Context: an optimization exercise on an open-source flow, tuned for small area. The choices shown serve that exercise and are no tape-out recipe.
The RTL was checked by simulation tests, not by an equivalence proof against the original design.
No driver is modelled on the clock port, so clocking that relies on it looks cheaper here than on a real chip.
Power and IR drop assume default switching activity.

// poker_table
module poker_table
#(
	parameter poker_money_pkg::chip_t START_CHIPS = 15'd2000
)
(
	input logic clock,
	input logic resetn,
	input logic start,
	input logic action_valid,
	input poker_flow_pkg::action_t action,
	input logic showdown_valid,
	input poker_flow_pkg::winner_t showdown_winner,
	output logic action_ready,
	output logic showdown_ready,
	output poker_money_pkg::seat_t to_act,
	output poker_flow_pkg::street_t street,
	output poker_money_pkg::chip_t stack0,
	output poker_money_pkg::chip_t stack1,
	output poker_money_pkg::chip_t bet0,
	output poker_money_pkg::chip_t bet1,
	output poker_money_pkg::chip_t pot,
	output logic hand_over,
	output logic match_over,
	output poker_money_pkg::seat_t match_winner
);
Size: roughly 60 flip-flops, about 6200 um2 of cells after synthesis.
export LEC_CHECK = 0
export CAP_MARGIN = 10
export CORE_MARGIN = 2
export CORE_UTILIZATION = 60
export GPL_TIMING_DRIVEN = 0
export SLEW_MARGIN = 10
create_clock -name core_clock -period 15.0 [get_ports {clock}]
standard.sh (not shown) runs the stock make flow with config.mk's settings and CLKGATE_MAP_FILE= SYNTH_SCRIPT=/design/flow/synth_recipe.tcl, a recipe that flattens the netlist after the stock synthesis.
==> flow/flow/run.sh <==
#!/bin/bash
# The standard layout (standard.sh, with the standard synthesis unchanged), plus:
# - after floorplan, OpenROAD's restructure re-maps the combinational logic for area; the
#   registers keep their names and cells. Three candidates (restructure run 1, 2 or 3 times,
#   flow/restructure_cand.tcl) are made from the same floorplan and the smallest one is kept.
#   restructure reads a copy of the platform liberty without its don't-use cells
#   (flow/filter_lib.py);
# - synthesis buffers are removed at floorplan, every port still gets a buffer but of the
#   smallest buffer cell; the constant outputs share one tie cell;
# - the clock tree is built by hand before CTS (flow/clocktree.tcl): a root clock buffer and four
#   leaf clock buffers, one per quarter of the registers.
# Each tool's output goes to a log of its own here; each ORFS step also logs under orfs/logs/.
set -uo pipefail
RES="$PWD/orfs/results/$FLOW_PLATFORM/poker_table/base"
python3 flow/filter_lib.py "$FLOW_HOME/platforms/sky130hd/lib/sky130_fd_sc_hd__tt_025C_1v80.lib" \
  "$PWD/hd_nodontuse.lib" > filter_lib.log 2>&1
export REMOVE_ABC_BUFFERS=1
export SKIP_REPAIR_TIE_FANOUT=1
export BUFFER_PORTS_ARGS="-buffer_cell sky130_fd_sc_hd__buf_1"
export PRE_CTS_TCL="$PWD/flow/clocktree.tcl"
export CTS_ARGS="-sink_clustering_enable -repair_clock_nets -buf_list sky130_fd_sc_hd__clkbuf_8 -dont_use_dummy_load -clk_nets clock"

bash standard.sh "$RES/2_1_floorplan.odb" > standard_flow_floorplan.log 2>&1

best=""
best_area=""
if [[ -f "$RES/2_1_floorplan.odb" ]]; then
  cp "$RES/2_1_floorplan.odb" "$PWD/floorplan_before_restructure.odb"
  for k in 1 2 3; do
    RS_PLATFORM_LIB="$FLOW_HOME/platforms/sky130hd/lib/sky130_fd_sc_hd__tt_025C_1v80.lib" \
    RS_IN="$PWD/floorplan_before_restructure.odb" RS_SDC="$RES/2_1_floorplan.sdc" \
    RESTRUCT_LIB="$PWD/hd_nodontuse.lib" RESTRUCT_DIR="$PWD/restructure_work_$k" \
    RS_ITERS=$k RS_OUT="$PWD/restructure_cand_$k.odb" \
      openroad -no_init -exit flow/restructure_cand.tcl > restructure_cand_$k.log 2>&1 &
  done
  wait
  for k in 1 2 3; do
    a=$(sed -n 's/^restructure_cand: area //p' restructure_cand_$k.log)
    if [[ -n "$a" && -f "restructure_cand_$k.odb" ]]; then
      if [[ -z "$best" ]] || python3 -c "import sys; sys.exit(0 if $a < $best_area else 1)"; then
        best=$k; best_area=$a
      fi
    fi
  done
  echo "restructure candidates: kept $best (area $best_area)" > restructure_choice.log
  if [[ -n "$best" ]]; then
    cp "restructure_cand_$best.odb" "$RES/2_1_floorplan.odb"
  fi
fi

bash standard.sh > standard_flow.log 2>&1
Other scripts of this flow, unchanged in this note and not shown: flow/flow/clocktree.tcl, flow/flow/filter_lib.py, flow/flow/restructure_cand.tcl
==> next run, changes <==
--- a/flow/design.v
+++ b/flow/design.v
@@ -105,19 +105,16 @@
 		logic c;
 		c = 1'b1;
 		for (int i = 0; i < 12; i++)
 			c = (a[i] & !b[i]) | (c & (a[i] | !b[i]));
 		f_ge = c;
 	endfunction
 	logic [3:0] state, next_state;
 	amt_t t0, t1, b0, b1;	 
-	logic [10:0] b0_q, b1_q;
-	assign b0 = {1'b0, b0_q};
-	assign b1 = {1'b0, b1_q};
 	logic loaded;	 
 	logic r_s1, r_split;	 
 	logic first;	 
 	logic bbs;	 
 	logic [2:0] street_q;
 	logic to_act_q, mw;
 	amt_t s0, s1, p;
 	logic z0, z1;
@@ -238,31 +235,31 @@
 		r_s1 <= (state == S_WAIT) ? !to_act_q : (showdown_winner == 2'd2);
 		r_split <= (state == S_WAIT) ? 1'b0 : (showdown_winner[0] == showdown_winner[1]);
 		first <= (state == S_WAIT) ? first : (state != S_APPLY);
 		if (!resetn)
 		begin
 			state <= S_IDLE;
 			t0 <= '0;
 			t1 <= '0;
-			b0_q <= '0;
-			b1_q <= '0;
+			b0 <= '0;
+			b1 <= '0;
 			loaded <= 1'b0;
 			bbs <= 1'b0;
 			street_q <= 3'd0;
 			to_act_q <= 1'b0;
 			mw <= 1'b0;
 		end
 		else
 		begin
 			state <= next_state;
 			t0 <= t0_n;
 			t1 <= t1_n;
-			b0_q <= b0_n[10:0];
-			b1_q <= b1_n[10:0];
+			b0 <= b0_n;
+			b1 <= b1_n;
 			case (state)
 				S_RESET:
 				begin
 					loaded <= 1'b1;
 					bbs <= 1'b0;
 					to_act_q <= bbs;
 					street_q <= 3'd0;
 				end
After rerunning: Worst setup slack gets worse by 0.34 ns; utilization rose by 2.5 points; power rose by a quarter to a third; critical path depth rose by 12; first-iteration DRC count goes down by a few percent; area after synthesis went down slightly.

## static timing again, ports no longer ideal
The results above use ideal ports. As a check the final layouts listed here were re-extracted and re-timed, cells and wires unchanged.
Step 1 sets driving cells, clkbuf_16 on the clock port and buf_2 on the other inputs (assumed; they add their load-dependent delay and slew).
Step 2 moves the port delays by t, midway between the first and last clock arrival at a register: inputs arrive t later, outputs are due t later. That takes back most of the time a late clock gives input paths.
a / b / c = no drivers / after step 1 / after step 2; a / b = the first two.
run | t (ns) | setup slack, ns | worst setup path after step 2 | worst data-port slew with drivers (ns) | cell pins on the clock port's net
the first run | 0.443 | 6.085 / 6.049 / 6.221 | register to register | 0.03 | 1
the second run | 0.440 | 5.748 / 5.747 / 5.747 | register to register | 0.04 | 1
After both steps every run listed still meets setup and hold. For the second run, which loses most, drivers alone change the setup slack by -0.001 ns; drivers and shift together by -0.001 ns.
